This design comes from an exercise in tuning for small area and a short achievable clock period on the open sky130 flow, not from production work.
Function was checked by simulation only, so behaviour that the tests miss may differ from the original.

== JK ==
// sidAudioPath
module sidAudioPath (
  input  logic               clk,
  input  logic               rst,
  input  logic               sampleValid,
  input  logic signed [11:0] voice0,
  input  logic signed [11:0] voice1,
  input  logic signed [11:0] voice2,
  input  logic [7:0]         env0,
  input  logic [7:0]         env1,
  input  logic [7:0]         env2,
  input  logic [2:0]         filterRoute,
  input  logic [1:0]         mode,
  input  logic [15:0]        coef,
  input  logic [3:0]         volume,
  output logic signed [15:0] audioOut,
  output logic               audioValid
);
==> flow/config.mk <==
export PLATFORM = sky130hd
export DESIGN_NAME = sidAudioPath
export DESIGN_NICKNAME = sidAudioPath
export VERILOG_FILES = /design/flow/design.v
export SDC_FILE = /design/flow/constraint.sdc
export NUM_CORES = 4
export LEC_CHECK = 0
export ABC_AREA = 1
export CAP_MARGIN = 20
export CORE_MARGIN = 2
export CORE_UTILIZATION = 40
export SLEW_MARGIN = 20
==> flow/constraint.sdc <==
create_clock -name core_clock -period 20.0 [get_ports {clk}]
set_input_delay 4.0000 -clock core_clock [delete_from_list [all_inputs] [get_ports {clk}]]
set_output_delay 4.0000 -clock core_clock [all_outputs]
set_load 0.01 [all_outputs]
standard.sh (not shown) runs the stock make flow with config.mk's settings and CLKGATE_MAP_FILE= SYNTH_SCRIPT=/design/flow/synth_recipe.tcl, a recipe that flattens the netlist after the stock synthesis.
==> flow/flow/run.sh <==
#!/bin/bash
# The standard layout with two changes in how it is made (the SDC is unchanged):
#  - after the standard synthesis, flow/invopt.py re-places the netlist's inverters around
#    its full adders and XOR gates (a full adder is self-dual, so each may compute the
#    complements of its outputs from complemented inputs; an XOR gate absorbs an inverted
#    input by becoming an XNOR); registers and all other cells are left as they are;
#  - the resizer's setup repair aims at a shorter period than the 20 ns constraint: paths
#    with less than MARGIN ns of slack are sized up and buffered.
set -euo pipefail
MARGIN=$(cat flow/margin.txt)
R=orfs/results/sky130hd/sidAudioPath/base
bash standard.sh synth > synth.log 2>&1
cp $R/1_2_yosys.v $R/1_2_yosys_std.v
python3 flow/invopt.py $R/1_2_yosys_std.v $R/1_2_yosys.v > invopt.log 2>&1
touch $R/1_2_yosys.v
bash standard.sh SETUP_SLACK_MARGIN=$MARGIN finish > standard.log 2>&1
==> flow/flow/invopt.py <==
#!/usr/bin/env python3
"""Re-place the inverters of a flat sky130 gate-level netlist around its full adders and
XOR gates. A full adder is self-dual: FA(~a, ~b, ~c) = (~cout, ~sum); an XOR/XNOR gate
absorbs an inverted input, or complements its output, by switching between XOR and XNOR.
Every inverter is taken out, each full adder and XOR gate gets a polarity (1: it computes
the complement of its original output), XOR gates take their inputs in whatever polarity
they come and fold the parity into their type, and one inverter is put back per net whose
other loads need the other polarity. Polarities are chosen to need as few inverters as
possible.
usage: invopt.py IN.v OUT.v"""
import re, sys, collections, random

src = open(sys.argv[1]).read()
m = re.search(r'^module .*?;\n', src, re.S | re.M)
endm = src.rindex('endmodule')
body = src[m.end():endm]
cell_re = re.compile(r'^\s*(sky130_fd_sc_hd__\w+)\s+(\S+)\s*\((.*?)\);\s*$', re.S | re.M)
pin_re = re.compile(r'\.(\w+)\(\s*(.*?)\s*\)(?=\s*,|\s*$)', re.S)
cells = []
last = 0
parts = []
for cm in cell_re.finditer(body):
    parts.append(body[last:cm.start()])
    last = cm.end()
    pins = {}
    for pm in pin_re.finditer(cm.group(3)):
        pins[pm.group(1)] = pm.group(2).strip()
    cells.append([cm.group(1), cm.group(2), pins])
rest = "".join(parts) + body[last:]
assert "assign" not in rest, "assign statements not handled"
decl_lines = [l for l in rest.split("\n") if l.strip()]

OUTPINS = {"X", "Y", "Q", "Q_N", "SUM", "COUT", "HI", "LO"}
def is_inv(c): return re.match(r'sky130_fd_sc_hd__(clk)?inv_\d+$', c[0]) is not None
def is_fa(c): return re.match(r'sky130_fd_sc_hd__fa_\d+$', c[0]) is not None
def is_xor(c): return re.match(r'sky130_fd_sc_hd__x(n)?or[23]_\d+$', c[0]) is not None

outports = set()
for l in decl_lines:
    mm = re.match(r'\s*output\s+(\[(\d+):(\d+)\]\s+)?(\S+);', l)
    if mm:
        if mm.group(1):
            for i in range(int(mm.group(3)), int(mm.group(2)) + 1):
                outports.add(f"{mm.group(4)}[{i}]")
        else:
            outports.add(mm.group(4))

driver = {}
for i, c in enumerate(cells):
    for p, n in c[2].items():
        if p in OUTPINS: driver[n] = (i, p)

def root(net):
    """(root net, parity) through inverter chains"""
    q = 0
    seen = 0
    while True:
        d = driver.get(net)
        if d is None or not is_inv(cells[d[0]]): return net, q
        net = cells[d[0]][2]["A"]; q ^= 1
        seen += 1
        assert seen < 100

# pins: (cell index or None for an output port, pin, root, parity)
pins = []
for i, c in enumerate(cells):
    if is_inv(c): continue
    for p, n in c[2].items():
        if p in OUTPINS: continue
        r, q = root(n)
        pins.append((i, p, r, q))
# output ports: the port net itself may be driven by an inverter
port_pins = []
for o in outports:
    r, q = root(o)
    if r != o:
        port_pins.append((o, r, q))

fa_idx = [i for i, c in enumerate(cells) if is_fa(c) or is_xor(c)]
pol = {i: 0 for i in fa_idx}
def rootpol(r):
    d = driver.get(r)
    if d is None: return 0
    return pol.get(d[0], 0)

# per root: list of (consumer fa or None, parity)
by_root = collections.defaultdict(list)
for (i, p, r, q) in pins:
    if is_xor(cells[i]): continue
    by_root[r].append((i if i in pol else None, q))
for (o, r, q) in port_pins:
    by_root[r].append((None, q))
roots_of_fa = collections.defaultdict(set)
for r, lst in by_root.items():
    d = driver.get(r)
    if d is not None and d[0] in pol: roots_of_fa[d[0]].add(r)
    for (f, q) in lst:
        if f is not None: roots_of_fa[f].add(r)

def root_cost(r):
    rp = rootpol(r)
    need = [q ^ (pol[f] if f is not None else 0) ^ rp for (f, q) in by_root[r]]
    return 1 if any(need) else 0

def total():
    return sum(root_cost(r) for r in by_root)

best = total()
start = best
random.seed(1)
cur = best
bestpol = dict(pol)
T = 1.0
for step in range(200000):
    f = random.choice(fa_idx)
    rs = roots_of_fa[f]
    before = sum(root_cost(r) for r in rs)
    pol[f] ^= 1
    after = sum(root_cost(r) for r in rs)
    d = after - before
    if d <= 0 or random.random() < pow(2.718, -d / T):
        cur += d
        if cur < best:
            best = cur; bestpol = dict(pol)
    else:
        pol[f] ^= 1
    T = max(0.05, 1.0 * (1 - step / 150000))
pol = bestpol
final = total()
print(f"inverters: {sum(1 for c in cells if is_inv(c))} -> {final} (root model {start} -> {final})", file=sys.stderr)

# rebuild: drop all inverters; flipped FAs keep their nets (which now carry complements)
out_cells = []
new_wires = []
inv_for = {}
def inv_net(r):
    if r not in inv_for:
        n = f"_invq{len(inv_for)}_"
        new_wires.append(n)
        inv_for[r] = n
        out_cells.append(["sky130_fd_sc_hd__inv_1", f"_invqc{len(inv_for)}_", {"A": r, "Y": n}])
    return inv_for[r]
for i, c in enumerate(cells):
    if is_inv(c): continue
    nc = [c[0], c[1], dict(c[2])]
    if is_xor(c):
        par = pol[i]
        for p, n in c[2].items():
            if p in OUTPINS: continue
            r, q = root(n)
            par ^= q ^ rootpol(r)
            nc[2][p] = r
        if par:
            mx = re.match(r"sky130_fd_sc_hd__(x(n)?or)([23])_(\d+)$", c[0])
            kind, k, size = mx.group(1), mx.group(3), mx.group(4)
            newkind = "xor" if kind == "xnor" else "xnor"
            nc[0] = f"sky130_fd_sc_hd__{newkind}{k}_{size}"
            if k == "2":
                # xor2 drives X, xnor2 drives Y
                outp = "X" if "X" in nc[2] else "Y"
                net = nc[2].pop(outp)
                nc[2]["Y" if newkind == "xnor" else "X"] = net
        out_cells.append(nc)
        continue
    for p, n in c[2].items():
        if p in OUTPINS: continue
        r, q = root(n)
        need = q ^ (pol[i] if i in pol else 0) ^ rootpol(r)
        nc[2][p] = inv_net(r) if need else r
    out_cells.append(nc)
# output ports driven through inverters: drive them from an inverter or a buffer-free net
port_fix = []
for (o, r, q) in port_pins:
    need = q ^ rootpol(r)
    # the port net must carry r ^ q; build it from r
    if need:
        out_cells.append(["sky130_fd_sc_hd__inv_1", f"_invqp_{len(port_fix)}_", {"A": r, "Y": o}])
    else:
        out_cells.append(["sky130_fd_sc_hd__buf_1", f"_invqp_{len(port_fix)}_", {"A": r, "X": o}])
    port_fix.append(o)
# a root that is itself an output port of a flipped FA would change the port's value
for o in outports:
    d = driver.get(o)
    assert not (d and d[0] in pol and pol[d[0]]), "flipped cell drives an output port"

out = [src[:m.end()]]
out += decl_lines
out += [f"  wire {w};" for w in new_wires]
for c in out_cells:
    pl = ",\n".join(f"    .{p}({n}{' ' if n.startswith(chr(92)) else ''})" for p, n in c[2].items())
    out.append(f"  {c[0]} {c[1]} (\n{pl}\n  );")
out.append("endmodule\n")
open(sys.argv[2], "w").write("\n".join(out))
==> flow/flow/margin.txt <==
14.7
JK: done, clean on timing, DRC and antenna
## Diff of input files: MS against JK
==> flow/flow/margin.txt <==
14.5
For total instance count after detailed placement, JK and MS come out practically identical. Per the comparison of MS with JK, arrival time of data at the critical path endpoint up 0.02 ns, global-route usage shows no meaningful change. Relative to JK, the total of cells resized after clock tree synthesis measured on MS has decreased by more than a quarter. Cell area went down slightly going from JK to MS. Looking at JK and MS, the via count normalized by instance count is a wash. Compared with JK, MS shows a higher final critical delay including setup and external delays. MS vs JK on area occupied by multi-input gates: MS is the lower one. Of JK and MS, the run reporting the lower worst clock skew was JK.
For AL, these inputs were changed with respect to MS:
==> flow/flow/margin.txt <==
14.3
Results
- Diff MS..AL | worst hold slack | negligible
- sky130_fd_sc_hd__clkdlybuf4s50_1 as the cell type of the slowest stage on the worst timing path was reported by AL, and sky130_fd_sc_hd__fa_1 by MS.
- AL vs. MS: final clock period utilization by the worst path went up by 0.79 points.
- | fraction of final layout cells sized beyond drive strength 1 | lower: AL |
- Timing startpoint of the critical path: audioOut[0] -> AL, kb_nneg[1] -> MS
- AL ends up with a non-clock buffer count that is 29 lower than in MS.
#### Input delta (TR over AL)
--- a/flow/flow/run.sh
+++ b/flow/flow/run.sh
@@ -2,7 +2,6 @@
 # The standard layout with two changes in how it is made (the SDC is unchanged):
 #  - after the standard synthesis, flow/invopt.py re-places the netlist's inverters around
-#    its full adders and XOR gates (a full adder is self-dual, so each may compute the
-#    complements of its outputs from complemented inputs; an XOR gate absorbs an inverted
-#    input by becoming an XNOR); registers and all other cells are left as they are;
+#    its full adders (a full adder is self-dual, so each may compute the complements of its
+#    outputs from complemented inputs); registers and all other cells are left as they are;
 #  - the resizer's setup repair aims at a shorter period than the 20 ns constraint: paths
 #    with less than MARGIN ns of slack are sized up and buffered.
--- a/flow/flow/invopt.py
+++ b/flow/flow/invopt.py
@@ -1,11 +1,8 @@
 #!/usr/bin/env python3
-"""Re-place the inverters of a flat sky130 gate-level netlist around its full adders and
-XOR gates. A full adder is self-dual: FA(~a, ~b, ~c) = (~cout, ~sum); an XOR/XNOR gate
-absorbs an inverted input, or complements its output, by switching between XOR and XNOR.
-Every inverter is taken out, each full adder and XOR gate gets a polarity (1: it computes
-the complement of its original output), XOR gates take their inputs in whatever polarity
-they come and fold the parity into their type, and one inverter is put back per net whose
-other loads need the other polarity. Polarities are chosen to need as few inverters as
-possible.
+"""Re-place the inverters of a flat sky130 gate-level netlist around its full adders.
+A full adder is self-dual: FA(~a, ~b, ~c) = (~cout, ~sum). Every inverter is taken out,
+each full adder gets a polarity (1: it computes the complement of its original outputs
+from complemented inputs), and one inverter is put back per net whose loads need the
+other polarity. Polarities are chosen to need as few inverters as possible.
 usage: invopt.py IN.v OUT.v"""
 import re, sys, collections, random
==> flow/flow/margin.txt <==
14.5
Results
- For the wire length, TR came in about 3% higher than AL did.
- The setup slack of TR is larger than that of AL.
- Per the comparison of TR with AL, clock-buffer cell count stayed essentially flat; count of buffer and inverter cells on the critical path rose by 4; met2 routing resource usage after global routing stayed essentially flat.
- The run showing the smaller post-route clock period utilization is TR.
- TR contains more vias than AL.
- Of the two values seen for type of the setup path with the least slack, flop to output pin was produced by AL and flop to flop by TR.
Inputs modified between TR and PW:
--- a/flow/flow/invopt.py
+++ b/flow/flow/invopt.py
@@ -31,5 +31,4 @@
 def is_inv(c): return re.match(r'sky130_fd_sc_hd__(clk)?inv_\d+$', c[0]) is not None
 def is_fa(c): return re.match(r'sky130_fd_sc_hd__fa_\d+$', c[0]) is not None
-def is_xor(c): return re.match(r'sky130_fd_sc_hd__x(n)?or[23]_\d+$', c[0]) is not None
 
 outports = set()
@@ -74,5 +73,5 @@
         port_pins.append((o, r, q))
 
-fa_idx = [i for i, c in enumerate(cells) if is_fa(c) or is_xor(c)]
+fa_idx = [i for i, c in enumerate(cells) if is_fa(c)]
 pol = {i: 0 for i in fa_idx}
 def rootpol(r):
@@ -84,5 +83,4 @@
 by_root = collections.defaultdict(list)
 for (i, p, r, q) in pins:
-    if is_xor(cells[i]): continue
     by_root[r].append((i if i in pol else None, q))
 for (o, r, q) in port_pins:
@@ -141,23 +139,4 @@
     if is_inv(c): continue
     nc = [c[0], c[1], dict(c[2])]
-    if is_xor(c):
-        par = pol[i]
-        for p, n in c[2].items():
-            if p in OUTPINS: continue
-            r, q = root(n)
-            par ^= q ^ rootpol(r)
-            nc[2][p] = r
-        if par:
-            mx = re.match(r"sky130_fd_sc_hd__(x(n)?or)([23])_(\d+)$", c[0])
-            kind, k, size = mx.group(1), mx.group(3), mx.group(4)
-            newkind = "xor" if kind == "xnor" else "xnor"
-            nc[0] = f"sky130_fd_sc_hd__{newkind}{k}_{size}"
-            if k == "2":
-                # xor2 drives X, xnor2 drives Y
-                outp = "X" if "X" in nc[2] else "Y"
-                net = nc[2].pop(outp)
-                nc[2]["Y" if newkind == "xnor" else "X"] = net
-        out_cells.append(nc)
-        continue
     for p, n in c[2].items():
         if p in OUTPINS: continue
@@ -179,5 +158,5 @@
 for o in outports:
     d = driver.get(o)
-    assert not (d and d[0] in pol and pol[d[0]]), "flipped cell drives an output port"
+    assert not (d and d[0] in pol and pol[d[0]]), "flipped FA drives an output port"
 
 out = [src[:m.end()]]
## What came out
Per the final summary, TR finished and its layout is clean on timing, DRC and antenna. PW: full flow OK, the timing, DRC and antenna checks passed. Diff PW and TR: clock-buffer cell count higher in PW. TR has higher maximum frequency than PW. Number of violations reported at the end of detailed-routing iteration 0: PW and TR compared, lower one is TR.

* * *

sidAudioPath, a different RTL version from the one above (not shown whole).
Size: ~370 flip-flops, about 42,000 um2 of cells after synthesis.
clock: 20.0 ns
lec_check: 0
cap_margin: 20
core_margin: 2
core_utilization: 40
slew_margin: 20
==> flow/flow/run.sh <==
#!/bin/bash
# The standard layout, with the resizer's setup repair aimed at a shorter period than the
# 20 ns constraint (the SDC itself is unchanged): paths with less than MARGIN ns of slack
# are sized up and buffered.
set -euo pipefail
MARGIN=$(cat flow/margin.txt)
bash standard.sh SETUP_SLACK_MARGIN=$MARGIN finish > standard.log 2>&1
==> flow/flow/margin.txt <==
15
The first run went through all stages and came out clean.
Rerun with:
==> flow/run.sh (new file) <==
#!/bin/bash
# synth_recipe.tcl (not shown) runs the flow's synth.tcl, then flattens the netlist and writes it again
# the make line also repeats each setting of config.mk as NAME=value (left out here)
make -C /OpenROAD-flow-scripts/flow DESIGN_CONFIG=/design/flow/config.mk WORK_HOME=/design/flow/orfs CLKGATE_MAP_FILE= SYNTH_SCRIPT=/design/flow/synth_recipe.tcl finish
removed: flow/flow/run.sh
removed: flow/flow/margin.txt
removed: flow/standard.sh
What happened: Wire length went down by 5.9%; die area stays the same; final area went down by 8.4%; worst setup slack got worse by 1.3 ns; clock-buffer cell count went down by 3; global-route usage went down by 1.1 points; clock skew went up by 0.0065 ns; via count went down by 4.2%; sequential cell count does not change; cell count went down by 3.6%.
Rerun with:
==> flow/flow/run.sh (new file) <==
#!/bin/bash
# The standard layout, with the resizer's setup repair aimed at a shorter period than the
# 20 ns constraint (the SDC itself is unchanged): paths with less than MARGIN ns of slack
# are sized up and buffered.
set -euo pipefail
MARGIN=$(cat flow/margin.txt)
bash standard.sh SETUP_SLACK_MARGIN=$MARGIN finish > standard.log 2>&1
==> flow/flow/margin.txt (new file) <==
14
==> flow/standard.sh (new file) <==
#!/bin/bash
# synth_recipe.tcl (not shown) runs the flow's synth.tcl, then flattens the netlist and writes it again
# the make line also repeats each setting of config.mk as NAME=value (left out here)
make -C /OpenROAD-flow-scripts/flow DESIGN_CONFIG=/design/flow/config.mk WORK_HOME=/design/flow/orfs CLKGATE_MAP_FILE= SYNTH_SCRIPT=/design/flow/synth_recipe.tcl "${@:-finish}"
removed: flow/run.sh
Cell area went up by about 5.3%.
Critical path depth went up by 3.
Sequential share of layout area went down by 0.46 points.

[static timing again, ports no longer ideal]
How much do the figures lean on ideal ports? The routed layouts below were timed once more, with nothing changed but the port constraints. Step 1 sets driving cells, clkbuf_16 on the clock port and buf_2 on the other inputs (assumed; they add their load-dependent delay and slew). Step 2 adds t to the input delays and takes it off the output delays; t is the mean of the earliest and latest rising clock arrival at the registers after step 1. Input paths then give back, and output paths get back, about the clock's delay inside the block. Three values: no drivers, after step 1, after step 2; two values: the first two.
run | t, ns | slack for setup (ns) | hold WS [ns] | slew at the worst register clock pin (ns) | pins driven straight from the clock port
JK | 0.696 | 14.679 / 14.679 / 14.679 | 0.326 / 0.326 / 0.326 | 0.07 / 0.07 | 1
MS | 0.688 | 14.641 / 14.641 / 14.641 | 0.325 / 0.325 / 0.325 | 0.07 / 0.07 | 1
AL | 0.688 | 14.482 / 14.413 / 14.553 | 0.325 / 0.325 / 0.325 | 0.07 / 0.07 | 1
TR | 0.688 | 14.641 / 14.641 / 14.641 | 0.325 / 0.325 / 0.325 | 0.07 / 0.07 | 1
PW | 0.718 | 14.587 / 14.587 / 14.587 | 0.324 / 0.324 / 0.324 | 0.07 / 0.07 | 1
the first run of note 2 | 0.661 | 13.393 / 13.393 / 13.393 | 0.325 / 0.325 / 0.325 | 0.07 / 0.07 | 1
the second run of note 2 | 0.651 | 12.072 / 12.072 / 12.072 | 0.326 / 0.326 / 0.326 | 0.08 / 0.08 | 1
the third run of note 2 | 0.657 | 13.544 / 13.544 / 13.544 | 0.324 / 0.324 / 0.324 | 0.07 / 0.07 | 1
After both steps setup and hold are still met in every run listed.
